This design comes from an exercise in tuning for small area and a short achievable clock period on the open sky130 flow, not from production work.
Where RTL was checked, it was by simulation tests only, not by an equivalence proof against the original.
Function not checked in runs 2 to 4: the RTL went through the layout flow alone.

$ cat design/flow/design.v
package crc_reg_pkg;
  typedef logic [1:0] reg_addr_t;
  typedef enum logic [1:0]
  {
    ORDER_NONE          = 2'd0,    
    ORDER_BITS_IN_BYTES = 2'd1,    
    ORDER_ALL_BITS      = 2'd2,    
    ORDER_BYTES         = 2'd3     
  } transpose_t;
endpackage
package crc_data_pkg;
  typedef logic [32-1:0] crc_word_t;
  typedef logic [32-1:0] crc_state_t;
  typedef logic crc_width_t;
endpackage
module crc_bit_order
(
  input  crc_data_pkg::crc_word_t  word_in,
  input  crc_reg_pkg::transpose_t  order,
  output crc_data_pkg::crc_word_t  word_out
);
  always_comb
  begin
    word_out = word_in;
    case (order)
      crc_reg_pkg::ORDER_NONE:
        word_out = word_in;
      crc_reg_pkg::ORDER_BITS_IN_BYTES:
        for (int b = 0; b < 4; b++)
          for (int i = 0; i < 8; i++)
            word_out[8*b + i] = word_in[8*b + 7 - i];    
      crc_reg_pkg::ORDER_ALL_BITS:
        for (int i = 0; i < 32; i++)
          word_out[i] = word_in[31 - i];
      crc_reg_pkg::ORDER_BYTES:
        for (int b = 0; b < 4; b++)
          word_out[8*b +: 8] = word_in[8*(3 - b) +: 8];   
      default:
        word_out = word_in;
    endcase
  end
endmodule
module crc_regs
(
  input  logic                      m,
  input  logic                      reset,
  input  logic                      wr,
  input  logic                      rd,
  input  crc_reg_pkg::reg_addr_t    addr,
  input  crc_data_pkg::crc_word_t   wdata,
  input  crc_data_pkg::crc_word_t   read_word,     
  output crc_data_pkg::crc_word_t   rdata,
  output logic                      rdata_valid,
  output crc_data_pkg::crc_word_t   gpoly,
  output crc_reg_pkg::transpose_t   ctrl_tot,
  output crc_reg_pkg::transpose_t   ctrl_totr,
  output logic                      ctrl_fxor,
  output logic                      ctrl_was,
  output crc_data_pkg::crc_width_t  ctrl_tcrc,
  output logic                      data_load,
  output logic                      seed_load
);
  logic                     data_wr;        
  crc_data_pkg::crc_word_t  ctrl_word;      
  crc_data_pkg::crc_word_t  read_mux;
  assign data_wr   = wr && (addr == 2'd0);
  assign data_load = data_wr && !ctrl_was;
  assign seed_load = data_wr && ctrl_was;
  always_ff @(posedge m)
  begin
    if (reset)
    begin
      gpoly     <= 32'h0000_1021;
      ctrl_tot  <= crc_reg_pkg::ORDER_NONE;
      ctrl_totr <= crc_reg_pkg::ORDER_NONE;
      ctrl_fxor <= 1'b0;
      ctrl_was  <= 1'b0;
      ctrl_tcrc <= 1'b0;
    end
    else if (wr)
    begin
      if (addr == 2'd1)
        gpoly <= wdata;
      if (addr == 2'd2)
      begin
        ctrl_tot  <= crc_reg_pkg::transpose_t'(wdata[31:30]);
        ctrl_totr <= crc_reg_pkg::transpose_t'(wdata[29:28]);
        ctrl_fxor <= wdata[26];
        ctrl_was  <= wdata[25];
        ctrl_tcrc <= wdata[24];    
      end
    end
  end
  always_comb
  begin
    ctrl_word                                = '0;
    ctrl_word[31:30]     = ctrl_tot;
    ctrl_word[29:28]   = ctrl_totr;
    ctrl_word[26]                 = ctrl_fxor;
    ctrl_word[25]                  = ctrl_was;
    ctrl_word[24]                 = ctrl_tcrc;
  end
  always_comb
  begin
    case (addr)
      2'd0:  read_mux = read_word;
      2'd1: read_mux = gpoly;
      2'd2:  read_mux = ctrl_word;
      default:         read_mux = '0;        
    endcase
  end
  always_ff @(posedge m)
  begin
    if (reset)
    begin
      rdata       <= '0;
      rdata_valid <= 1'b0;
    end
    else
    begin
      rdata_valid <= rd;
      if (rd)
        rdata <= read_mux;                    
    end
  end
endmodule
module crc_engine
(
  input  logic                      m,
  input  logic                      reset,
  input  crc_data_pkg::crc_word_t   order_word,    
  input  crc_data_pkg::crc_word_t   gpoly,
  input  crc_data_pkg::crc_width_t  width,
  input  logic                      data_load,
  input  logic                      seed_load,
  output crc_data_pkg::crc_state_t  state
);
  crc_data_pkg::crc_state_t  acc_32;    
  logic [15:0]               acc_16;    
  crc_data_pkg::crc_state_t  fold;
  crc_data_pkg::crc_state_t  seed;
  always_comb
  begin
    acc_32 = state;
    acc_16 = state[15:0];
    for (int i = 32 - 1; i >= 0; i--)
    begin
      if (acc_32[31])
        acc_32 = {acc_32[30:0], order_word[i]} ^ gpoly;
      else
        acc_32 = {acc_32[30:0], order_word[i]};
      if (acc_16[15])
        acc_16 = {acc_16[14:0], order_word[i]} ^ gpoly[15:0];
      else
        acc_16 = {acc_16[14:0], order_word[i]};
    end
  end
  assign fold = width ? acc_32 : {16'h0000, acc_16};
  assign seed = width ? order_word : {16'h0000, order_word[15:0]};
  always_ff @(posedge m)
  begin
    if (reset)
      state <= 32'hFFFF_FFFF;
    else if (seed_load)
      state <= seed;
    else if (data_load)
      state <= fold;
  end
endmodule
module crc_readout
(
  input  crc_data_pkg::crc_state_t  state,
  input  crc_data_pkg::crc_width_t  width,
  input  logic                      fxor,
  input  crc_reg_pkg::transpose_t   order,
  output crc_data_pkg::crc_word_t   read_word
);
  crc_data_pkg::crc_word_t  inv_mask;    
  crc_data_pkg::crc_word_t  inv_word;
  assign inv_mask = width ? 32'hFFFF_FFFF : 32'h0000_FFFF;
  assign inv_word = fxor ? (state ^ inv_mask) : state;
  crc_bit_order u_read_order
  (
    .word_in  (inv_word),
    .order    (order),
    .word_out (read_word)
  );
endmodule
module crc_unit
(
  input  logic                     m,
  input  logic                     reset,
  input  logic                     wr,            
  input  logic                     rd,            
  input  crc_reg_pkg::reg_addr_t   addr,
  input  crc_data_pkg::crc_word_t  wdata,
  output crc_data_pkg::crc_word_t  rdata,
  output logic                     rdata_valid
);
  crc_data_pkg::crc_word_t   gpoly;
  crc_reg_pkg::transpose_t   ctrl_tot;
  crc_reg_pkg::transpose_t   ctrl_totr;
  logic                      ctrl_fxor;
  logic                      ctrl_was;
  crc_data_pkg::crc_width_t  ctrl_tcrc;
  logic                      data_load;
  logic                      seed_load;
  crc_data_pkg::crc_word_t   order_word;    
  crc_data_pkg::crc_state_t  state;
  crc_data_pkg::crc_word_t   read_word;     
  crc_regs u_regs
  (
    .m           (m),
    .reset       (reset),
    .wr          (wr),
    .rd          (rd),
    .addr        (addr),
    .wdata       (wdata),
    .read_word   (read_word),
    .rdata       (rdata),
    .rdata_valid (rdata_valid),
    .gpoly       (gpoly),
    .ctrl_tot    (ctrl_tot),
    .ctrl_totr   (ctrl_totr),
    .ctrl_fxor   (ctrl_fxor),
    .ctrl_was    (ctrl_was),
    .ctrl_tcrc   (ctrl_tcrc),
    .data_load   (data_load),
    .seed_load   (seed_load)
  );
  crc_bit_order u_write_order
  (
    .word_in  (wdata),
    .order    (ctrl_tot),
    .word_out (order_word)
  );
  crc_engine u_engine
  (
    .m          (m),
    .reset      (reset),
    .order_word (order_word),
    .gpoly      (gpoly),
    .width      (ctrl_tcrc),
    .data_load  (data_load),
    .seed_load  (seed_load),
    .state      (state)
  );
  crc_readout u_readout
  (
    .state     (state),
    .width     (ctrl_tcrc),
    .fxor      (ctrl_fxor),
    .order     (ctrl_totr),
    .read_word (read_word)
  );
endmodule
$ cat design/flow/run.sh
#!/bin/bash
# synth_recipe.tcl (not shown) runs the flow's synth.tcl, then flattens the netlist and writes it again
# the make line also repeats each setting of config.mk as NAME=value (left out here)
make -C /OpenROAD-flow-scripts/flow DESIGN_CONFIG=/design/flow/config.mk WORK_HOME=/design/flow/orfs CLKGATE_MAP_FILE= SYNTH_SCRIPT=/design/flow/synth_recipe.tcl finish
$ cat design/flow/config.mk
export PLATFORM = sky130hd
export DESIGN_NAME = crc_unit
export DESIGN_NICKNAME = crc_unit
export VERILOG_FILES = /design/flow/design.v
export SDC_FILE = /design/flow/constraint.sdc
export NUM_CORES = 4
export LEC_CHECK = 0
export CAP_MARGIN = 20
export CORE_MARGIN = 2
export CORE_UTILIZATION = 40
export PLACE_DENSITY = 0.6
export SLEW_MARGIN = 20
$ cat design/flow/constraint.sdc
create_clock -name core_clock -period 15.0 [get_ports {m}]
set_input_delay 3.0000 -clock core_clock [delete_from_list [all_inputs] [get_ports {m}]]
set_output_delay 3.0000 -clock core_clock [all_outputs]
set_load 0.01 [all_outputs]
==> results of run 1 <==
synthesized netlist by cell type, types with 59 or more instances:
| library cell | n |
|---|---|
| nor3_1 | 76 |
| o21ai_0 | 353 |
| clkbuf_1 | 411 |
| nor2_1 | 388 |
| mux2i_1 | 85 |
| dfxtp_1 | 104 |
| xnor2_1 | 1137 |
| buf_1 | 119 |
| nand2_1 | 1270 |
| nand3_1 | 67 |
| a32oi_1 | 102 |
| a21oi_1 | 308 |
| xor2_1 | 76 |
| buf_2 | 69 |
| a211oi_1 | 127 |
| o211ai_1 | 59 |
stage by stage:
step	hold slack (ps)	cells	setup slack [ps]
floorplan	503	5846	2190
global placement	454	6831	-119
detailed placement	456	6831	-284
CTS	466	6847	21.8
global route	508	6859	-59.2
finish	463	6860	491
layer usage:
metal	part of all wire	GRT usage	wire length, µm	vias up
li1	-	-	-	19756
met1	0.43	0.449	69000	19930
met2	0.41	0.453	66200	2563
met3	0.12	0.0674	19300	360
met4	0.042	0.115	6700	0
met5	0	0	0	-
state kept, by name, indices dropped and copies added (netlist names):
register / count
u_regs.ctrl_tcrc: 1
u_engine.state: 32
u_regs.rdata: 32
u_regs.gpoly: 32
u_regs.ctrl_was: 1
u_regs.ctrl_fxor: 1
u_regs.rdata_valid: 1
u_regs.ctrl_totr: 2
u_regs.ctrl_tot: 2
worst max-delay path, delay by kind of cell, from the launching register on:
family | cells | cell delay [ps]
AO/OA/AOI/OAI | 21 | 5260
XOR/XNOR | 10 | 3060
buffers and inverters | 6 | 1260
flip-flops | 1 | 510
multiplexers | 3 | 1060
AND/OR/NAND/NOR | 9 | 3210
layout by cell type, fill, tap and decap left out, types with 27 or more instances in the layout:
| cell type | netlist | final |
|---|---|---|
| nor2b_1 | 38 | 37 |
| o22ai_1 | 50 | 48 |
| nor3_1 | 76 | 72 |
| a31oi_1 | 39 | 39 |
| xnor3_1 | 35 | 34 |
| buf_4 | 23 | 283 |
| nand3_1 | 67 | 67 |
| a211oi_1 | 127 | 118 |
| o21ai_1 | 33 | 37 |
| xnor2_1 | 1137 | 1121 |
| nor2_1 | 388 | 378 |
| a211o_1 | 28 | 28 |
| xnor2_2 | 13 | 27 |
| o211ai_1 | 59 | 59 |
| nand2_1 | 1270 | 1269 |
| mux2i_1 | 85 | 83 |
| and2_1 | 48 | 47 |
| a221oi_1 | 32 | 32 |
| xor2_1 | 76 | 71 |
| a21oi_1 | 308 | 306 |
| a22oi_1 | 41 | 41 |
| nand2b_1 | 27 | 27 |
| clkdlybuf4s50_1 | 0 | 67 |
| a32oi_1 | 102 | 101 |
| o21ai_0 | 353 | 348 |
| dfxtp_1 | 104 | 64 |
| dfxtp_2 | 0 | 30 |
| inv_1 | 32 | 29 |
timing repair:
action                     CTS  global route
pin swaps                    0             8
setup endpoints to repair   15            32
buffers inserted             0            12
resized for setup           10            81
worst min-delay path by stage:
stage,start,endpoint,slack (ps)
global placement,u_regs.gpoly[20],u_regs.gpoly[20],450
CTS,u_regs.gpoly[20],u_regs.gpoly[20],470
detailed placement,u_regs.gpoly[20],u_regs.gpoly[20],460
finish,u_regs.gpoly[20],u_regs.gpoly[20],460
global route,u_regs.gpoly[16],u_regs.gpoly[16],510
floorplan,u_regs.rdata[24],u_regs.rdata[24],500
final cells by class:
| cell class | count | area (µm²) |
|---|---|---|
| Tap cell | 1265 | 1580 |
| Fill cell | 9795 | 53800 |
| Sequential cell | 104 | 2160 |
| Timing Repair Buffer | 359 | 2890 |
| Multi-Input combinational cell | 5072 | 34000 |
| Antenna cell | 1 | 2.50 |
| Clock buffer | 12 | 236 |
| Inverter | 43 | 165 |
| Clock inverter | 4 | 55.1 |
cell families after synthesis:
group	Yosys count	share of synthesized area
muxes	130	0.0408
DFF	104	0.0545
AOI/OAI and AO/OA	1530	0.278
and+or+nand+nor	2134	0.243
xor gates and xnor gates	1278	0.314
buffers and inverters	670	0.0708
==> run notes, run 1 <==
# TYPE chip_impl_metric gauge
chip_impl_metric{name="cp_data_arrival_time",unit="ps"} 14740
chip_impl_metric{name="finClkSkew",unit="ps"} 16.3
chip_impl_info{name="critPathLaunchType",value="register"} 1
chip_impl_metric{name="hold_depth",unit=""} 2
chip_impl_metric{name="grt_antenna_before_repair",unit=""} 1
chip_impl_metric{name="finalCritPeriodShare",unit=""} 0.967
chip_impl_metric{name="gp_routability_congestion",unit=""} 0.977
chip_impl_info{name="clock-root-buffer",value="clkbuf_16"} 1
chip_impl_info{name="crit_top_cell",value="buf_4"} 1
chip_impl_metric{name="setup_viol",unit=""} 0
chip_impl_metric{name="detail_route.drc_violations",unit=""} 0
chip_impl_metric{name="worstPathMaxFanout",unit=""} 15
chip_impl_metric{name="wl_per_cell",unit="µm"} 23.5
chip_impl_metric{name="die_area",unit="µm²"} 98000
chip_impl_metric{name="clock.fmax",unit="MHz"} 68.9
chip_impl_metric{name="yosys_warnings",unit=""} 3
chip_impl_metric{name="area_growth_syn_to_layout",unit="%"} 7.49
chip_impl_metric{name="synthesis.area",unit="µm²"} 38200
chip_impl_metric{name="report.final.slew_viol_count",unit=""} 0
chip_impl_metric{name="synth-seq-area-share",unit=""} 0.0545
chip_impl_metric{name="drtAntennaViolNets",unit=""} 0
chip_impl_metric{name="fin_tns_setup",unit="ps"} 0
chip_impl_metric{name="first_pass_grt_wire_length",unit="mm"} 243
chip_impl_metric{name="route.detailed.vias_per_inst",unit=""} 6.21
chip_impl_metric{name="gr-total-overflow",unit=""} 0
chip_impl_metric{name="first_global_vias",unit=""} 37804
chip_impl_metric{name="yosys.area.top_type_share",unit=""} 0.261
chip_impl_metric{name="clk_transition_reported_paths",unit="ps"} 80
chip_impl_metric{name="postSynthRegisterBits",unit=""} 104
chip_impl_metric{name="max_slew_margin",unit=""} 0.190
chip_impl_metric{name="synth_area_per_cell",unit="µm²"} 6.54
chip_impl_metric{name="dp_hpwl",unit="mm"} 115
chip_impl_info{name="worst_setup_path_end_kind",value="register"} 1
chip_impl_metric{name="synth.lib_cells_used.distinct",unit=""} 133
chip_impl_metric{name="critical_path_required",unit="ps"} 15240
chip_impl_metric{name="share_of_layout_cells_above_drive_strength_1",unit=""} 0.107
chip_impl_info{name="worst_path_max_delay_cell",value="or4_1"} 1
chip_impl_metric{name="drt-total-wl",unit="mm"} 161
chip_impl_info{name="min-delay-path-class",value="reg2reg"} 1
chip_impl_info{name="result_of_the_run",value="finished clean"} 1
chip_impl_metric{name="post_dp_cell_area",unit="µm²"} 40200
chip_impl_metric{name="clk_path_buf_depth",unit=""} 2
chip_impl_metric{name="stdcell_area",unit="µm²"} 41100
chip_impl_metric{name="detail_route.iter0.violations",unit=""} 6009
chip_impl_metric{name="io_buffers",unit=""} 70
chip_impl_metric{name="post_synth_inst_count",unit=""} 5846
chip_impl_metric{name="die_width",unit="µm"} 313
chip_impl_metric{name="cts.hold.buffers_added",unit=""} 0
chip_impl_metric{name="synth_nets",unit=""} 5884
chip_impl_metric{name="nNetsFinal",unit=""} 5627
chip_impl_metric{name="synthArstFlopShare",unit=""} 0
chip_impl_metric{name="via_count",unit=""} 42609
chip_impl_metric{name="setup.reg_to_reg.worst_slack",unit="ps"} 490
chip_impl_info{name="crit_start",value="u_engine.state[14]"} 1
chip_impl_metric{name="core",unit="µm²"} 94900
chip_impl_info{name="timing.rr.end",value="u_engine.state[10]"} 1
chip_impl_metric{name="std_cell_rows",unit=""} 113
chip_impl_metric{name="tritoncts_num_sinks",unit=""} 104
chip_impl_metric{name="die_height",unit="µm"} 313
chip_impl_metric{name="cts_made_buffers",unit=""} 9
chip_impl_metric{name="floorplan.initialDensity",unit=""} 0.403
chip_impl_metric{name="critical_path.max_stage_delay",unit="ps"} 640
chip_impl_metric{name="clock_tree.htree_level_count",unit=""} 3
chip_impl_metric{name="worst-slew-pin-transition",unit="ps"} 1200
chip_impl_info{name="synth_area_leaders",value="xnor2_1 (26%), nand2_1 (12%), dfxtp_1 (5.4%)"} 1
chip_impl_metric{name="clkLatencyLatePin",unit="ps"} 380
chip_impl_metric{name="track_usage",unit=""} 0.313
chip_impl_info{name="synth_largest_area_cell",value="xnor2_1"} 1
chip_impl_metric{name="final_core_util",unit=""} 0.433
chip_impl_metric{name="report.final.hold_viol_count",unit=""} 0
chip_impl_info{name="ys.flop_type",value="dfxtp_1"} 1
chip_impl_info{name="endpoint",value="u_engine.state[10]"} 1
chip_impl_info{name="clock_tree_from_tritoncts",value="yes"} 1
chip_impl_metric{name="synth-edff-count",unit=""} 0
chip_impl_metric{name="reg2regPathDepth",unit=""} 49
chip_impl_metric{name="drt-pass1-iter-count",unit=""} 9
chip_impl_metric{name="period_minus_slack",unit="ps"} 14510
chip_impl_metric{name="grt_start_max_net_pins",unit=""} 101
chip_impl_info{name="path_class",value="reg2reg"} 1
chip_impl_metric{name="top_level_ports",unit=""} 71
chip_impl_info{name="reg2reg_from",value="u_engine.state[14]"} 1
chip_impl_metric{name="cap_viol_max_count",unit=""} 0
==> inputs of run 2 (changes only) <==
--- a/design/flow/design.v
+++ b/design/flow/design.v
@@ -125,6 +125,9 @@
   end
 endmodule
 module crc_engine
+#(
+  parameter int RADIX = 4
+)
 (
   input  logic                      m,
   input  logic                      reset,
@@ -135,27 +138,32 @@
   input  logic                      seed_load,
   output crc_data_pkg::crc_state_t  state
 );
-  crc_data_pkg::crc_state_t  acc_32;    
-  logic [15:0]               acc_16;    
+  crc_data_pkg::crc_state_t  acc;       
+  crc_data_pkg::crc_word_t   poly;
   crc_data_pkg::crc_state_t  fold;
   crc_data_pkg::crc_state_t  seed;
-  always_comb
-  begin
-    acc_32 = state;
-    acc_16 = state[15:0];
-    for (int i = 32 - 1; i >= 0; i--)
-    begin
-      if (acc_32[31])
-        acc_32 = {acc_32[30:0], order_word[i]} ^ gpoly;
-      else
-        acc_32 = {acc_32[30:0], order_word[i]};
-      if (acc_16[15])
-        acc_16 = {acc_16[14:0], order_word[i]} ^ gpoly[15:0];
-      else
-        acc_16 = {acc_16[14:0], order_word[i]};
-    end
-  end
-  assign fold = width ? acc_32 : {16'h0000, acc_16};
+  assign poly = width ? gpoly : {gpoly[15:0], 16'h0000};
+  crc_data_pkg::crc_word_t   gx [RADIX];
+  always_comb
+  begin
+    gx[0] = poly;
+    for (int i = 1; i < RADIX; i++)
+      gx[i] = {gx[i-1][30:0], 1'b0} ^ (gx[i-1][31] ? poly : '0);
+  end
+  always_comb
+  begin
+    acc = width ? state : {state[15:0], order_word[31:16]};
+    for (int s = 0; s < 32 / RADIX; s++)
+    begin
+      crc_data_pkg::crc_state_t nxt;
+      nxt = acc << RADIX;
+      for (int i = 0; i < RADIX; i++)
+        if (acc[31 - i])
+          nxt = nxt ^ gx[RADIX - 1 - i];
+      acc = nxt;
+    end
+  end
+  assign fold = width ? (acc ^ order_word) : {16'h0000, acc[31:16] ^ order_word[15:0]};
   assign seed = width ? order_word : {16'h0000, order_word[15:0]};
   always_ff @(posedge m)
   begin
--- a/design/flow/config.mk
+++ b/design/flow/config.mk
@@ -9,4 +9,5 @@
 export CORE_MARGIN = 2
 export CORE_UTILIZATION = 40
 export PLACE_DENSITY = 0.6
+export SETUP_SLACK_MARGIN = 5
 export SLEW_MARGIN = 20
==> run 2 against run 1 <==
Fmax is 41% higher. Synthesized cell count is 36% lower. Count of clock-buffer cells in the layout fell by 3. Flip-flop and latch count is the same. Final cell count is 31% lower. Critical path type is now in2reg.
==> run notes, run 2 <==
# TYPE chip_impl_metric gauge
chip_impl_metric{name="synth_area_per_cell",unit="µm²"} 6.85
chip_impl_info{name="leading_registers_by_flop_count",value="u_engine.state: 32 flops, u_regs.gpoly: 32 flops, u_regs.rdata: 32 flops"} 1
chip_impl_metric{name="setup.reg_to_reg.worst_slack",unit="ps"} 4790
chip_impl_metric{name="via_count",unit=""} 28021
chip_impl_metric{name="die_area",unit="µm²"} 65600
chip_impl_metric{name="number_of_fill_cells",unit=""} 6182
chip_impl_metric{name="setup_viol",unit=""} 0
chip_impl_metric{name="worstPathMaxFanout",unit=""} 7
chip_impl_info{name="reg2reg_from",value="u_regs.gpoly[15]"} 1
chip_impl_metric{name="worst_setup_timing_slack_at_the_placement_stage",unit="ps"} 2160
chip_impl_metric{name="detail_route.drc_violations",unit=""} 0
chip_impl_info{name="critPathLaunchType",value="primary input"} 1
chip_impl_info{name="ys.flop_type",value="dfxtp_1"} 1
chip_impl_metric{name="grt_start_max_net_pins",unit=""} 63
chip_impl_metric{name="cap_viol_max_count",unit=""} 0
chip_impl_metric{name="synth-edff-count",unit=""} 0
chip_impl_info{name="synth_most_common_cell",value="nor2_1"} 1
chip_impl_metric{name="synth_nets",unit=""} 3758
chip_impl_info{name="synth_area_leaders",value="xnor2_1 (28%), nor2_1 (14%), dfxtp_1 (8.2%)"} 1
chip_impl_metric{name="max_slew_margin",unit=""} 0.218
chip_impl_metric{name="std_cell_rows",unit=""} 92
chip_impl_metric{name="drt-pass1-iter-count",unit=""} 6
chip_impl_metric{name="io_buffers",unit=""} 70
chip_impl_metric{name="setup_slack",unit="ps"} 4740
chip_impl_info{name="most_frequent_cells_in_the_layout",value="nor2_1 (864), xnor2_1 (753), nand2_1 (450)"} 1
chip_impl_info{name="clock-root-buffer",value="clkbuf_16"} 1
chip_impl_metric{name="drt-total-wl",unit="mm"} 124
chip_impl_info{name="min-delay-path-class",value="reg2reg"} 1
chip_impl_metric{name="share_of_layout_cells_above_drive_strength_1",unit=""} 0.188
chip_impl_metric{name="postSynthRegisterBits",unit=""} 104
chip_impl_metric{name="yosys.area.top_type_share",unit=""} 0.284
chip_impl_info{name="clock_tree_from_tritoncts",value="yes"} 1
chip_impl_info{name="worst_path_max_delay_cell",value="xnor3_4"} 1
chip_impl_metric{name="finClkSkew",unit="ps"} 18.3
chip_impl_metric{name="fin_tns_setup",unit="ps"} 0
chip_impl_metric{name="top_level_ports",unit=""} 71
chip_impl_metric{name="reg2regPathDepth",unit=""} 43
chip_impl_metric{name="synth.lib_cells_used.distinct",unit=""} 87
chip_impl_metric{name="gp_routability_congestion",unit=""} 0.995
chip_impl_metric{name="report.final.slew_viol_count",unit=""} 0
chip_impl_metric{name="clk_path_buf_depth",unit=""} 2
chip_impl_info{name="result_of_the_run",value="finished clean"} 1
chip_impl_metric{name="first_pass_grt_wire_length",unit="mm"} 175
chip_impl_info{name="worst_setup_path_end_kind",value="register"} 1
chip_impl_metric{name="synthArstFlopShare",unit=""} 0
chip_impl_metric{name="placedCellCount",unit=""} 4483
chip_impl_metric{name="grt_antenna_before_repair",unit=""} 7
chip_impl_info{name="synth.cells.most_frequent",value="nor2_1 (916), xnor2_1 (824), nand2_1 (457)"} 1
chip_impl_metric{name="minimum_hold_slack",unit="ps"} 461
chip_impl_info{name="grt_setup_unrepaired",value="true"} 1
chip_impl_metric{name="wl_per_cell",unit="µm"} 26.3
chip_impl_metric{name="die_height",unit="µm"} 256
chip_impl_metric{name="detail_route.iter0.violations",unit=""} 4293
chip_impl_metric{name="critical_path_required",unit="ps"} 15270
chip_impl_metric{name="synth-seq-area-share",unit=""} 0.0818
chip_impl_info{name="path_class",value="in2reg"} 1
chip_impl_metric{name="floorplan.initialDensity",unit=""} 0.404
chip_impl_metric{name="cp_data_arrival_time",unit="ps"} 10530
chip_impl_metric{name="critical_path.max_stage_delay",unit="ps"} 640
chip_impl_metric{name="cts_made_buffers",unit=""} 9
chip_impl_metric{name="clock.fmax",unit="MHz"} 97.5
chip_impl_info{name="synth_largest_area_cell",value="xnor2_1"} 1
chip_impl_metric{name="drtAntennaViolNets",unit=""} 0
chip_impl_info{name="layout_commonest_cell",value="nor2_1"} 1
chip_impl_info{name="timing.rr.end",value="u_engine.state[4]"} 1
chip_impl_metric{name="nNetsFinal",unit=""} 3893
chip_impl_metric{name="yosys_warnings",unit=""} 4
chip_impl_metric{name="tritoncts_num_sinks",unit=""} 104
chip_impl_metric{name="first_global_vias",unit=""} 25282
chip_impl_metric{name="cts.hold.buffers_added",unit=""} 0
chip_impl_metric{name="core",unit="µm²"} 63000
chip_impl_info{name="crit_start",value="wdata[26]"} 1
chip_impl_metric{name="clkLatencyLatePin",unit="ps"} 380
chip_impl_metric{name="period_minus_slack",unit="ps"} 10260
chip_impl_metric{name="hold_depth",unit=""} 2
chip_impl_metric{name="synthesis.area",unit="µm²"} 25400
chip_impl_metric{name="area_growth_syn_to_layout",unit="%"} 23.5
chip_impl_metric{name="clk_transition_reported_paths",unit="ps"} 90
chip_impl_metric{name="stdcell_count",unit=""} 4705
chip_impl_metric{name="report.final.hold_viol_count",unit=""} 0
chip_impl_metric{name="clock_tree.htree_level_count",unit=""} 3
chip_impl_metric{name="die_width",unit="µm"} 256
chip_impl_metric{name="dp_hpwl",unit="mm"} 82.4
chip_impl_metric{name="post_synth_inst_count",unit=""} 3717
chip_impl_metric{name="route.detailed.vias_per_inst",unit=""} 5.96
chip_impl_metric{name="worst-slew-pin-transition",unit="ps"} 1170
chip_impl_metric{name="finalCritPeriodShare",unit=""} 0.684
chip_impl_metric{name="gr-total-overflow",unit=""} 0
chip_impl_info{name="endpoint",value="u_engine.state[4]"} 1
chip_impl_metric{name="track_usage",unit=""} 0.355
## run 2: cells by family (layout without fill, tap and decap cells)
family / Yosys count / count (layout) / share of synthesized area
compound gates: 471 / 472 / 0.121
xor+xnor: 1095 / 1099 / 0.427
fa+ha+maj: 3 / 3 / 0.00148
buf+inv: 307 / 441 / 0.0513
flops: 104 / 104 / 0.0818
mux: 153 / 153 / 0.0664
other cells: 0 / 2 / 0
simple gates: 1584 / 1585 / 0.252
## run 2: worst min path at each step
stage,from,end,slack [ps]
after floorplan,u_regs.gpoly[17],u_regs.gpoly[17],460
after global placement,u_regs.gpoly[13],u_regs.gpoly[13],450
after detailed placement,u_regs.gpoly[8],u_regs.gpoly[8],450
after CTS,u_regs.gpoly[13],u_regs.gpoly[13],460
after global routing,u_regs.gpoly[13],u_regs.gpoly[13],480
final,u_regs.gpoly[8],u_regs.gpoly[8],460
## run 2: cell type report
cell class              instances  area, µm²  area share
flip-flops and latches        104       2090      0.0666
clock inverters                 7       72.6     0.00231
inverters                      32        129     0.00410
diodes                          2       5.00    0.000159
multi-input cells            3312      23900       0.760
well taps                     846       1060      0.0337
repair buffers                393       3950       0.126
clock buffers                   9        225     0.00717
## run 2: repair_timing
item                       4_1_cts  5_1_grt
resized for setup              294      224
setup buffers                  112       70
gates cloned                    14        6
setup endpoints to repair       32       32
pin swaps                      131      172
## run 2: worst max-delay path, delay by kind of cell
family                    cells  cell delay (ps)
and+or+nand+nor               5              750
AOI/OAI and AO/OA             4              560
buffers and inverters         8             1230
muxes                         2              440
xor gates and xnor gates     18             4490
## run 2: per-layer routing
metal	vias up	track usage	routed length [µm]	part of all wire
met1	13118	0.473	47200	0.38
li1	12327	-	-	-
met3	464	0.103	17900	0.14
met5	-	0	48	0.00039
met4	8	0.182	7360	0.060
met2	2104	0.518	51000	0.41
## run 2: metrics by stage
step / utilization / cell area [µm²]
floorplan: - / 25500
global placement: 0.430 / 27100
detailed placement: 0.431 / 27100
CTS: 0.474 / 29800
global route: 0.499 / 31400
finish: 0.499 / 31400
==> inputs of run 3 (changes only) <==
--- a/design/flow/design.v
+++ b/design/flow/design.v
@@ -124,10 +124,40 @@
     end
   end
 endmodule
+module crc_gx_step
+(
+  input  logic [31:0]  gin,
+  input  logic [31:0]  poly,
+  output logic [31:0]  gout
+);
+  assign gout = {gin[30:0], 1'b0} ^ (gin[31] ? poly : 32'h0);
+endmodule
+module crc_stage
+#(
+  parameter int           R   = 1,
+  parameter logic [31:0]  INJ = 32'h0
+)
+(
+  input  logic [31:0]     acc_in,
+  input  logic [R*32-1:0] gx,
+  input  logic [31:0]     inj,
+  output logic [31:0]     acc_out
+);
+  always_comb
+  begin
+    for (int j = 0; j < 32; j++)
+    begin
+      logic t;
+      t = (j >= R) ? acc_in[(j >= R) ? j - R : 0] : 1'b0;
+      if (INJ[j])
+        t = t ^ inj[j];
+      for (int i = 0; i < R; i++)
+        t = t ^ (acc_in[31 - i] & gx[(R - 1 - i) * 32 + j]);
+      acc_out[j] = t;
+    end
+  end
+endmodule
 module crc_engine
-#(
-  parameter int RADIX = 4
-)
 (
   input  logic                      m,
   input  logic                      reset,
@@ -138,32 +168,35 @@
   input  logic                      seed_load,
   output crc_data_pkg::crc_state_t  state
 );
-  crc_data_pkg::crc_state_t  acc;       
-  crc_data_pkg::crc_word_t   poly;
+  logic [8*32-1:0]           gx;        
+  logic [31:0]               acc [8];   
+  logic [31:0]               inj4;
+  logic [31:0]               inj5;
+  logic [31:0]               inj6;
   crc_data_pkg::crc_state_t  fold;
   crc_data_pkg::crc_state_t  seed;
-  assign poly = width ? gpoly : {gpoly[15:0], 16'h0000};
-  crc_data_pkg::crc_word_t   gx [RADIX];
-  always_comb
-  begin
-    gx[0] = poly;
-    for (int i = 1; i < RADIX; i++)
-      gx[i] = {gx[i-1][30:0], 1'b0} ^ (gx[i-1][31] ? poly : '0);
-  end
-  always_comb
-  begin
-    acc = width ? state : {state[15:0], order_word[31:16]};
-    for (int s = 0; s < 32 / RADIX; s++)
-    begin
-      crc_data_pkg::crc_state_t nxt;
-      nxt = acc << RADIX;
-      for (int i = 0; i < RADIX; i++)
-        if (acc[31 - i])
-          nxt = nxt ^ gx[RADIX - 1 - i];
-      acc = nxt;
-    end
-  end
-  assign fold = width ? (acc ^ order_word) : {16'h0000, acc[31:16] ^ order_word[15:0]};
+  assign gx[31:0] = width ? gpoly : {gpoly[15:0], 16'h0000};
+  for (genvar i = 1; i < 8; i++)
+  begin : g_gx
+    crc_gx_step u_step
+    (
+      .gin  (gx[(i-1)*32 +: 32]),
+      .poly (gx[31:0]),
+      .gout (gx[i*32 +: 32])
+    );
+  end
+  assign acc[0] = width ? state : {state[15:0], 16'h0000};
+  assign inj4   = {(width ? 8'h00 : order_word[31:24]), 24'h0};
+  assign inj5   = {(width ? 8'h00 : order_word[23:16]), 24'h0};
+  assign inj6   = width ? order_word : {order_word[15:0], 16'h0000};
+  crc_stage #(.R(1)) u_st0 (.acc_in(acc[0]), .gx(gx[0 +: 32]),  .inj(32'h0), .acc_out(acc[1]));
+  crc_stage #(.R(1)) u_st1 (.acc_in(acc[1]), .gx(gx[0 +: 32]),  .inj(32'h0), .acc_out(acc[2]));
+  crc_stage #(.R(2)) u_st2 (.acc_in(acc[2]), .gx(gx[0 +: 64]),  .inj(32'h0), .acc_out(acc[3]));
+  crc_stage #(.R(4)) u_st3 (.acc_in(acc[3]), .gx(gx[0 +: 128]), .inj(32'h0), .acc_out(acc[4]));
+  crc_stage #(.R(8), .INJ(32'hFF00_0000)) u_st4 (.acc_in(acc[4]), .gx(gx), .inj(inj4), .acc_out(acc[5]));
+  crc_stage #(.R(8), .INJ(32'hFF00_0000)) u_st5 (.acc_in(acc[5]), .gx(gx), .inj(inj5), .acc_out(acc[6]));
+  crc_stage #(.R(8), .INJ(32'hFFFF_FFFF)) u_st6 (.acc_in(acc[6]), .gx(gx), .inj(inj6), .acc_out(acc[7]));
+  assign fold = width ? acc[7] : {16'h0000, acc[7][31:16]};
   assign seed = width ? order_word : {16'h0000, order_word[15:0]};
   always_ff @(posedge m)
   begin
--- a/design/flow/config.mk
+++ b/design/flow/config.mk
@@ -9,5 +9,6 @@
 export CORE_MARGIN = 2
 export CORE_UTILIZATION = 40
 export PLACE_DENSITY = 0.6
-export SETUP_SLACK_MARGIN = 5
 export SLEW_MARGIN = 20
+export SYNTH_HIERARCHICAL = 1
+export SYNTH_MINIMUM_KEEP_SIZE = 0
==> run 3 against run 2 <==
Final cell count is 13% lower. Final area fell by 13%. Synthesized area increased by 0.69%. Fmax shrank 9.5%. Still clean. Critical path type is now reg2reg. Largest cell class unchanged.
==> run notes, run 3 <==
# TYPE chip_impl_metric gauge
chip_impl_metric{name="finalCritPeriodShare",unit=""} 0.755
chip_impl_metric{name="cp_data_arrival_time",unit="ps"} 11660
chip_impl_metric{name="report.final.slew_viol_count",unit=""} 0
chip_impl_metric{name="die_width",unit="µm"} 257
chip_impl_metric{name="gr-total-overflow",unit=""} 0
chip_impl_metric{name="synth_area_per_cell",unit="µm²"} 7.86
chip_impl_metric{name="dp_hpwl",unit="mm"} 70.8
chip_impl_metric{name="clock.fmax",unit="MHz"} 88.3
chip_impl_metric{name="cts-resized-gates",unit=""} 0
chip_impl_metric{name="clk_path_buf_depth",unit=""} 2
chip_impl_metric{name="first_global_vias",unit=""} 20883
chip_impl_metric{name="gp_routability_congestion",unit=""} 0.955
chip_impl_metric{name="share_of_layout_cells_above_drive_strength_1",unit=""} 0.108
chip_impl_info{name="critPathLaunchType",value="register"} 1
chip_impl_metric{name="track_usage",unit=""} 0.299
chip_impl_metric{name="synth_nets",unit=""} 3298
chip_impl_metric{name="std_cell_rows",unit=""} 92
chip_impl_metric{name="route.detailed.vias_per_inst",unit=""} 5.56
chip_impl_metric{name="grt_start_max_net_pins",unit=""} 67
chip_impl_metric{name="period_minus_slack",unit="ps"} 11330
chip_impl_metric{name="cts_made_buffers",unit=""} 9
chip_impl_metric{name="number_of_fill_cells",unit=""} 6380
chip_impl_info{name="leading_registers_by_flop_count",value="u_engine.state: 32 flops, u_regs.gpoly: 32 flops, u_regs.rdata: 32 flops"} 1
chip_impl_metric{name="synthesis.area",unit="µm²"} 25600
chip_impl_metric{name="clock_tree.htree_level_count",unit=""} 3
chip_impl_metric{name="fin_tns_setup",unit="ps"} 0
chip_impl_info{name="clock_tree_from_tritoncts",value="yes"} 1
chip_impl_metric{name="report.final.hold_viol_count",unit=""} 0
chip_impl_info{name="result_of_the_run",value="finished clean"} 1
chip_impl_metric{name="worstPathMaxFanout",unit=""} 44
chip_impl_info{name="layout_commonest_cell",value="nand2_1"} 1
chip_impl_metric{name="drt-pass1-iter-count",unit=""} 5
chip_impl_metric{name="critical_path.max_stage_delay",unit="ps"} 700
chip_impl_metric{name="floorplan.initialDensity",unit=""} 0.405
chip_impl_info{name="clock-root-buffer",value="clkbuf_16"} 1
chip_impl_metric{name="nNetsFinal",unit=""} 3286
chip_impl_info{name="path_class",value="reg2reg"} 1
chip_impl_metric{name="io_buffers",unit=""} 70
chip_impl_metric{name="setup.reg_to_reg.worst_slack",unit="ps"} 3670
chip_impl_metric{name="finClkSkew",unit="ps"} 19.4
chip_impl_metric{name="area_growth_syn_to_layout",unit="%"} 6.31
chip_impl_metric{name="die_height",unit="µm"} 257
chip_impl_info{name="worst_path_max_delay_cell",value="xnor2_1"} 1
chip_impl_info{name="min-delay-path-class",value="reg2reg"} 1
chip_impl_metric{name="clk_transition_reported_paths",unit="ps"} 90
chip_impl_metric{name="cts_post_setup_buffers_inserted",unit=""} 0
chip_impl_metric{name="cap_viol_max_count",unit=""} 0
chip_impl_metric{name="first_pass_grt_wire_length",unit="mm"} 146
chip_impl_metric{name="detail_route.drc_violations",unit=""} 0
chip_impl_metric{name="drtAntennaViolNets",unit=""} 0
chip_impl_metric{name="post_synth_inst_count",unit=""} 3260
chip_impl_metric{name="cts.hold.buffers_added",unit=""} 0
chip_impl_metric{name="yosys_warnings",unit=""} 16
chip_impl_metric{name="detail_route.iter0.violations",unit=""} 2922
chip_impl_info{name="crit_top_cell",value="xnor2_2"} 1
chip_impl_metric{name="die_area",unit="µm²"} 66100
chip_impl_metric{name="worst-slew-pin-transition",unit="ps"} 1070
chip_impl_metric{name="core",unit="µm²"} 63200
chip_impl_metric{name="wl_per_cell",unit="µm"} 24.7
chip_impl_metric{name="top_level_ports",unit=""} 71
chip_impl_metric{name="clkLatencyLatePin",unit="ps"} 390
chip_impl_metric{name="via_count",unit=""} 22786
chip_impl_metric{name="tritoncts_num_sinks",unit=""} 104
chip_impl_info{name="grt_setup_unrepaired",value="false"} 1
chip_impl_info{name="worst_setup_path_end_kind",value="register"} 1
chip_impl_metric{name="critical_path_required",unit="ps"} 15330
chip_impl_metric{name="setup_viol",unit=""} 0
chip_impl_metric{name="drt-total-wl",unit="mm"} 101
chip_impl_info{name="most_frequent_cells_in_the_layout",value="nand2_1 (1,312), xnor2_1 (721), xor2_1 (186)"} 1
chip_impl_metric{name="grt_antenna_before_repair",unit=""} 5
chip_impl_metric{name="max_slew_margin",unit=""} 0.283
==> run 3: through the flow <==
stage / utilization / setup slack, ps / cells / hold slack (ps) / instance area (µm²)
2_1_floorplan: - / 5680 / 3260 / 442 / 25600
3_3_place_gp: 0.426 / 4240 / 4083 / 465 / 26900
3_5_place_dp: 0.426 / 4050 / 4083 / 467 / 26900
4_1_cts: 0.431 / 3990 / 4099 / 480 / 27200
5_1_grt: 0.431 / 3380 / 4099 / 504 / 27200
6_report: 0.431 / 3670 / 4101 / 478 / 27200
==> run 3: worst paths after layout <==
kind                          from                  to  depth (start not counted)
setup / recovery  u_regs.ctrl_tcrc  u_engine.state[10]                         32
hold reg to reg   u_regs.gpoly[20]    u_regs.gpoly[20]                          2
hold / removal    u_regs.gpoly[20]    u_regs.gpoly[20]                          2
setup reg to reg  u_regs.ctrl_tcrc  u_engine.state[10]                         32
==> run 3: cell type report <==
type / instances / area (µm²) / area share
sequential: 104 / 2090 / 0.0767
multi-input combinational: 2944 / 22200 / 0.816
clock inverter: 7 / 86.3 / 0.00317
tap: 846 / 1060 / 0.0389
clock buffer: 9 / 225 / 0.00827
inverter: 15 / 56.3 / 0.00207
antenna: 2 / 5.00 / 0.000184
timing repair buffer: 174 / 1480 / 0.0543
==> run 3: worst max-delay path, delay by kind of cell, from the launching register on <==
family | cells | cell delay (ps)
AND/OR/NAND/NOR | 6 | 840
buffers and inverters | 6 | 2820
XOR/XNOR | 16 | 5730
multiplexers | 2 | 710
AO/OA/AOI/OAI | 2 | 390
flip-flops | 1 | 670
==> run 3: routing by layer <==
layer,part of all wire,global-route usage,up-vias,wire (µm)
li1,-,-,10258,-
met1,0.39,0.398,10816,39800
met2,0.42,0.446,1422,42900
met3,0.12,0.0729,285,12400
met4,0.060,0.155,5,6030
met5,0.00050,0,-,51
==> inputs of run 4 (changes only) <==
--- a/design/flow/design.v
+++ b/design/flow/design.v
@@ -124,13 +124,66 @@
     end
   end
 endmodule
+module crc_ax
+(
+  input  logic  a,
+  input  logic  c,
+  input  logic  g,
+  output logic  y
+);
+  assign y = a ^ (c & g);
+endmodule
+module crc_pp
+(
+  input  logic  c0,
+  input  logic  g0,
+  input  logic  c1,
+  input  logic  g1,
+  output logic  y
+);
+  assign y = (c0 & g0) ^ (c1 & g1);
+endmodule
+module crc_x2
+(
+  input  logic  a,
+  input  logic  b,
+  output logic  y
+);
+  assign y = a ^ b;
+endmodule
+module crc_gx_top
+(
+  input  logic [31:24] poly,
+  output logic [7:0]   d           
+);
+  always_comb
+  begin
+    logic [31:24] w;
+    w = poly;
+    for (int i = 0; i < 8; i++)
+    begin
+      d[i] = w[31];
+      w = {w[30:24], 1'b0} ^ (w[31] ? poly : 8'h00);
+    end
+  end
+endmodule
 module crc_gx_step
 (
   input  logic [31:0]  gin,
+  input  logic         top,        
+  input  logic         top_out,
   input  logic [31:0]  poly,
   output logic [31:0]  gout
 );
-  assign gout = {gin[30:0], 1'b0} ^ (gin[31] ? poly : 32'h0);
+  for (genvar j = 0; j < 32; j++)
+  begin : g_bit
+    if (j == 0)
+      assign gout[j] = top & poly[j];
+    else if (j == 31)
+      assign gout[j] = top_out;
+    else
+      crc_ax u_ax (.a(gin[j-1]), .c(top), .g(poly[j]), .y(gout[j]));
+  end
 endmodule
 module crc_stage
 #(
@@ -143,17 +196,64 @@
   input  logic [31:0]     inj,
   output logic [31:0]     acc_out
 );
-  always_comb
-  begin
-    for (int j = 0; j < 32; j++)
-    begin
-      logic t;
-      t = (j >= R) ? acc_in[(j >= R) ? j - R : 0] : 1'b0;
+  logic [R-1:0] c;
+  for (genvar i = 0; i < R; i++)
+  begin : g_c
+    assign c[i] = acc_in[31 - i];    
+  end
+  for (genvar j = 0; j < 32; j++)
+  begin : g_bit
+    logic sh;                        
+    logic sum;                       
+    if (j < R)
+    begin : g_nosh
+      if (INJ[j])
+        assign sh = inj[j];
+      else
+        assign sh = 1'b0;
+    end
+    else
+    begin : g_sh
       if (INJ[j])
-        t = t ^ inj[j];
-      for (int i = 0; i < R; i++)
-        t = t ^ (acc_in[31 - i] & gx[(R - 1 - i) * 32 + j]);
-      acc_out[j] = t;
+        crc_x2 u_inj (.a(acc_in[j-R]), .b(inj[j]), .y(sh));
+      else
+        assign sh = acc_in[j-R];
+    end
+    if (R == 1)
+    begin : g_r1
+      if (j < R && !INJ[j])
+        assign acc_out[j] = c[0] & gx[j];
+      else
+        crc_ax u_ax (.a(sh), .c(c[0]), .g(gx[j]), .y(acc_out[j]));
+    end
+    else
+    begin : g_rn
+      logic [R/2-1:0] pp;
+      for (genvar k = 0; k < R/2; k++)
+      begin : g_pp
+        crc_pp u_pp (.c0(c[2*k]),   .g0(gx[(R - 1 - 2*k) * 32 + j]),
+                     .c1(c[2*k+1]), .g1(gx[(R - 2 - 2*k) * 32 + j]),
+                     .y(pp[k]));
+      end
+      if (R == 2)
+      begin : g_s2
+        assign sum = pp[0];
+      end
+      else if (R == 4)
+      begin : g_s4
+        crc_x2 u_s (.a(pp[0]), .b(pp[1]), .y(sum));
+      end
+      else
+      begin : g_s8
+        logic s0, s1;
+        crc_x2 u_s0 (.a(pp[0]), .b(pp[1]), .y(s0));
+        crc_x2 u_s1 (.a(pp[2]), .b(pp[3]), .y(s1));
+        crc_x2 u_s  (.a(s0),    .b(s1),    .y(sum));
+      end
+      if (j < R && !INJ[j])
+        assign acc_out[j] = sum;
+      else
+        crc_x2 u_out (.a(sum), .b(sh), .y(acc_out[j]));
     end
   end
 endmodule
@@ -169,34 +269,41 @@
   output crc_data_pkg::crc_state_t  state
 );
   logic [8*32-1:0]           gx;        
-  logic [31:0]               acc [8];   
+  logic [31:0]               acc [7];   
   logic [31:0]               inj4;
   logic [31:0]               inj5;
   logic [31:0]               inj6;
   crc_data_pkg::crc_state_t  fold;
   crc_data_pkg::crc_state_t  seed;
   assign gx[31:0] = width ? gpoly : {gpoly[15:0], 16'h0000};
+  logic [7:0] d;
+  crc_gx_top u_top
+  (
+    .poly (gx[31:24]),
+    .d    (d)
+  );
   for (genvar i = 1; i < 8; i++)
   begin : g_gx
     crc_gx_step u_step
     (
-      .gin  (gx[(i-1)*32 +: 32]),
-      .poly (gx[31:0]),
-      .gout (gx[i*32 +: 32])
+      .gin     (gx[(i-1)*32 +: 32]),
+      .top     (d[i-1]),
+      .top_out (d[i]),
+      .poly    (gx[31:0]),
+      .gout    (gx[i*32 +: 32])
     );
   end
   assign acc[0] = width ? state : {state[15:0], 16'h0000};
   assign inj4   = {(width ? 8'h00 : order_word[31:24]), 24'h0};
   assign inj5   = {(width ? 8'h00 : order_word[23:16]), 24'h0};
   assign inj6   = width ? order_word : {order_word[15:0], 16'h0000};
-  crc_stage #(.R(1)) u_st0 (.acc_in(acc[0]), .gx(gx[0 +: 32]),  .inj(32'h0), .acc_out(acc[1]));
-  crc_stage #(.R(1)) u_st1 (.acc_in(acc[1]), .gx(gx[0 +: 32]),  .inj(32'h0), .acc_out(acc[2]));
-  crc_stage #(.R(2)) u_st2 (.acc_in(acc[2]), .gx(gx[0 +: 64]),  .inj(32'h0), .acc_out(acc[3]));
-  crc_stage #(.R(4)) u_st3 (.acc_in(acc[3]), .gx(gx[0 +: 128]), .inj(32'h0), .acc_out(acc[4]));
-  crc_stage #(.R(8), .INJ(32'hFF00_0000)) u_st4 (.acc_in(acc[4]), .gx(gx), .inj(inj4), .acc_out(acc[5]));
-  crc_stage #(.R(8), .INJ(32'hFF00_0000)) u_st5 (.acc_in(acc[5]), .gx(gx), .inj(inj5), .acc_out(acc[6]));
-  crc_stage #(.R(8), .INJ(32'hFFFF_FFFF)) u_st6 (.acc_in(acc[6]), .gx(gx), .inj(inj6), .acc_out(acc[7]));
-  assign fold = width ? acc[7] : {16'h0000, acc[7][31:16]};
+  crc_stage #(.R(2)) u_st0 (.acc_in(acc[0]), .gx(gx[0 +: 64]),  .inj(32'h0), .acc_out(acc[1]));
+  crc_stage #(.R(2)) u_st1 (.acc_in(acc[1]), .gx(gx[0 +: 64]),  .inj(32'h0), .acc_out(acc[2]));
+  crc_stage #(.R(4)) u_st2 (.acc_in(acc[2]), .gx(gx[0 +: 128]), .inj(32'h0), .acc_out(acc[3]));
+  crc_stage #(.R(8), .INJ(32'hFF00_0000)) u_st3 (.acc_in(acc[3]), .gx(gx), .inj(inj4), .acc_out(acc[4]));
+  crc_stage #(.R(8), .INJ(32'hFF00_0000)) u_st4 (.acc_in(acc[4]), .gx(gx), .inj(inj5), .acc_out(acc[5]));
+  crc_stage #(.R(8), .INJ(32'hFFFF_FFFF)) u_st5 (.acc_in(acc[5]), .gx(gx), .inj(inj6), .acc_out(acc[6]));
+  assign fold = width ? acc[6] : {16'h0000, acc[6][31:16]};
   assign seed = width ? order_word : {16'h0000, order_word[15:0]};
   always_ff @(posedge m)
   begin
--- a/design/flow/config.mk
+++ b/design/flow/config.mk
@@ -9,6 +9,7 @@
 export CORE_MARGIN = 2
 export CORE_UTILIZATION = 40
 export PLACE_DENSITY = 0.6
+export SETUP_SLACK_MARGIN = 4
 export SLEW_MARGIN = 20
 export SYNTH_HIERARCHICAL = 1
 export SYNTH_MINIMUM_KEEP_SIZE = 0
==> run 4 against run 3 <==
Critical path depth grew 3. Fmax grew 7.4%. Sequential share of layout area grew 0.11 points. Register-to-register slack gained 780 ps. Final area shrank 1.4%. Via count grew 2.0%. Count of clock-buffer cells in the layout grew 1. Die area shrank 5.2%. Global-route usage shrank 0.27 points.
==> run notes, run 4 <==
# TYPE chip_impl_metric gauge
chip_impl_info{name="result_of_the_run",value="finished clean"} 1
chip_impl_metric{name="dp_hpwl",unit="mm"} 69.1
chip_impl_info{name="critPathLaunchType",value="register"} 1
chip_impl_metric{name="via_count",unit=""} 23236
chip_impl_metric{name="report.final.hold_viol_count",unit=""} 0
chip_impl_metric{name="route.detailed.vias_per_inst",unit=""} 5.49
chip_impl_metric{name="tritoncts_num_sinks",unit=""} 104
chip_impl_info{name="most_frequent_cells_in_the_layout",value="nand2_1 (1,322), xor2_1 (1,023), xnor2_1 (233)"} 1
chip_impl_metric{name="track_usage",unit=""} 0.296
chip_impl_metric{name="multiInputGateArea",unit="µm²"} 22000
chip_impl_metric{name="critical_path_required",unit="ps"} 15310
chip_impl_info{name="timing.rr.end",value="u_engine.state[12]"} 1
chip_impl_metric{name="yosys_warnings",unit=""} 12
chip_impl_metric{name="detail_route.iter0.violations",unit=""} 2749
chip_impl_info{name="grt_setup_unrepaired",value="false"} 1
chip_impl_info{name="reg2reg_from",value="u_regs.ctrl_tcrc"} 1
chip_impl_info{name="crit_top_cell",value="xor2_1"} 1
chip_impl_metric{name="period_minus_slack",unit="ps"} 10550
chip_impl_metric{name="path_buf_inv",unit=""} 5
chip_impl_info{name="crit_start",value="u_regs.ctrl_tcrc"} 1
chip_impl_metric{name="max_slew_margin",unit=""} 0.0790
chip_impl_metric{name="std_cell_rows",unit=""} 90
chip_impl_info{name="critical_path.top_delay_family",value="XOR/XNOR gates"} 1
chip_impl_metric{name="setup.reg_to_reg.worst_slack",unit="ps"} 4450
chip_impl_metric{name="die_area",unit="µm²"} 62700
chip_impl_metric{name="number_of_fill_cells",unit=""} 6186
chip_impl_metric{name="worst_setup_timing_slack_at_the_placement_stage",unit="ps"} 3840
chip_impl_metric{name="clock.fmax",unit="MHz"} 94.8
chip_impl_metric{name="cts.hold.buffers_added",unit=""} 0
chip_impl_metric{name="wp_depth",unit=""} 35
chip_impl_metric{name="synth_nets",unit=""} 3431
chip_impl_metric{name="nNetsFinal",unit=""} 3489
chip_impl_metric{name="die_width",unit="µm"} 250
chip_impl_info{name="endpoint",value="u_engine.state[12]"} 1
chip_impl_metric{name="area_growth_syn_to_layout",unit="%"} 10.6
chip_impl_metric{name="report.final.slew_viol_count",unit=""} 0
chip_impl_metric{name="top_level_ports",unit=""} 71
chip_impl_metric{name="share_of_layout_cells_above_drive_strength_1",unit=""} 0.0849
chip_impl_metric{name="stdcell_count",unit=""} 4236
chip_impl_metric{name="clk_transition_reported_paths",unit="ps"} 80
chip_impl_metric{name="floorplan.initialDensity",unit=""} 0.404
chip_impl_metric{name="worstPathMaxFanout",unit=""} 48
chip_impl_metric{name="drt-pass1-iter-count",unit=""} 5
chip_impl_metric{name="gp_routability_congestion",unit=""} 0.927
chip_impl_metric{name="post_synth_inst_count",unit=""} 3390
chip_impl_info{name="layout_commonest_cell",value="nand2_1"} 1
chip_impl_metric{name="grt_start_max_net_pins",unit=""} 70
chip_impl_metric{name="finalCritPeriodShare",unit=""} 0.703
chip_impl_info{name="clock_tree_from_tritoncts",value="yes"} 1
chip_impl_metric{name="first_global_vias",unit=""} 20805
chip_impl_metric{name="gr-total-overflow",unit=""} 0
chip_impl_info{name="leading_registers_by_flop_count",value="u_engine.state: 32 flops, u_regs.gpoly: 32 flops, u_regs.rdata: 32 flops"} 1
chip_impl_metric{name="drtAntennaViolNets",unit=""} 0
chip_impl_metric{name="finClkSkew",unit="ps"} 10.2
chip_impl_metric{name="worst-slew-pin-transition",unit="ps"} 1380
chip_impl_info{name="worst_setup_path_end_kind",value="register"} 1
chip_impl_metric{name="cp_data_arrival_time",unit="ps"} 10860
chip_impl_metric{name="grt_antenna_before_repair",unit=""} 1
chip_impl_metric{name="clk_path_buf_depth",unit=""} 2
chip_impl_info{name="min-delay-path-class",value="reg2reg"} 1
chip_impl_metric{name="setup_slack",unit="ps"} 4450
chip_impl_metric{name="cts_made_buffers",unit=""} 9
chip_impl_metric{name="detail_route.drc_violations",unit=""} 0
chip_impl_metric{name="io_buffers",unit=""} 70
chip_impl_metric{name="clock_tree.htree_level_count",unit=""} 3
chip_impl_metric{name="die_height",unit="µm"} 250
chip_impl_metric{name="first_pass_grt_wire_length",unit="mm"} 142
chip_impl_metric{name="drt-total-wl",unit="mm"} 95.5
chip_impl_info{name="worst_path_max_delay_cell",value="dfxtp_4"} 1
chip_impl_metric{name="synthesis.area",unit="µm²"} 24300
chip_impl_metric{name="placedCellCount",unit=""} 4210
chip_impl_metric{name="clkLatencyLatePin",unit="ps"} 370
chip_impl_metric{name="cap_viol_max_count",unit=""} 0
chip_impl_metric{name="synth_area_per_cell",unit="µm²"} 7.16
chip_impl_metric{name="reg2regPathDepth",unit=""} 35
chip_impl_info{name="path_class",value="reg2reg"} 1
chip_impl_metric{name="wl_per_cell",unit="µm"} 22.5
chip_impl_metric{name="core",unit="µm²"} 60100
chip_impl_info{name="clock-root-buffer",value="clkbuf_16"} 1
chip_impl_metric{name="setup_viol",unit=""} 0
chip_impl_metric{name="fin_tns_setup",unit="ps"} 0
chip_impl_metric{name="critical_path.max_stage_delay",unit="ps"} 610
chip_impl_metric{name="final_core_util",unit=""} 0.447
chip_impl_metric{name="seqCellArea",unit="µm²"} 2090
run 4: timing repair:
| item | 4_1_cts | 5_1_grt |
|---|---|---|
| buffers inserted | 0 | 5 |
| pin swaps | 0 | 1 |
| gates cloned | 2 | 2 |
| resized for setup | 3 | 11 |
| endpoints found under the setup margin | 7 | 32 |
| endpoints found under the hold margin | 0 | 0 |
run 4: worst min path at each step:
stage                             endpoint        startpoint  slack, ps  cells past startpoint
final                     u_regs.gpoly[19]  u_regs.gpoly[19]        470                      2
after global routing      u_regs.gpoly[20]  u_regs.gpoly[20]        500                      2
after CTS                 u_regs.gpoly[19]  u_regs.gpoly[19]        470                      2
after detailed placement  u_regs.gpoly[19]  u_regs.gpoly[19]        460                      2
after global placement    u_regs.gpoly[19]  u_regs.gpoly[19]        460                      2
after floorplan           u_regs.gpoly[20]  u_regs.gpoly[20]        440                      2
run 4: per-layer routing:
layer	track usage	routed length (µm)
met1	0.436	42300
met3	0.0531	10300
met5	0	0
met2	0.442	40600
met4	0.0712	2360
run 4: through the flow:
stage               hold slack, ps  instance area (µm²)
floorplan                      442                24400
global placement               460                26300
detailed placement             463                26300
CTS                            474                26700
global route                   504                26900
finish                         472                26900
run 4: worst reg2reg max path: cells and delay by family (launching register included):
family,cells,cell delay [ps]
muxes,2,520
DFF,1,610
and+or+nand+nor,6,770
AOI/OAI and AO/OA,2,380
adders and majority gates,1,500
xor gates and xnor gates,19,6340
buffers and inverters,5,1400
run 4: area by class of cell:
| type | instances | area share |
|---|---|---|
| inverter | 19 | 0.00266 |
| antenna | 1 | 0.0000932 |
| clock buffer | 10 | 0.00853 |
| tap | 782 | 0.0364 |
| multi-input combinational | 3153 | 0.820 |
| timing repair buffer | 161 | 0.0519 |
| sequential | 104 | 0.0778 |
| clock inverter | 6 | 0.00256 |

[re-timing with driven ports]
The flow's constraints put no driver on any port. The routed layouts listed below were extracted and timed again, unchanged, in two steps. Step 1 sets driving cells, clkbuf_16 on the clock port and buf_2 on the other inputs (assumed; they add their load-dependent delay and slew). Step 2 adds t to the input delays and takes it off the output delays; t is the mean of the earliest and latest rising clock arrival at the registers after step 1. Input paths then give back, and output paths get back, about the clock's delay inside the block. a / b / c = no drivers / after step 1 / after step 2; a / b = the first two.
run | t, ns | setup WS [ns] | worst hold slack (ns) | clock arrival spread, ns | worst register clock-pin slew, ns
run 1 | 0.408 | 0.491 / 0.491 / 0.491 | 0.463 / 0.463 / 0.463 | 0.017 / 0.016 | 0.08 / 0.08
run 2 | 0.416 | 4.744 / 4.750 / 4.334 | 0.461 / 0.461 / 0.461 | 0.019 / 0.020 | 0.09 / 0.09
run 3 | 0.432 | 3.671 / 3.671 / 3.671 | 0.478 / 0.478 / 0.478 | 0.020 / 0.019 | 0.10 / 0.10
run 4 | 0.410 | 4.452 / 4.452 / 4.452 | 0.472 / 0.472 / 0.472 | 0.013 / 0.012 | 0.08 / 0.08
After both steps setup and hold are still met in every run listed. For run 2, which loses most, drivers alone change the setup slack by +0.006 ns; drivers and shift together by -0.410 ns.
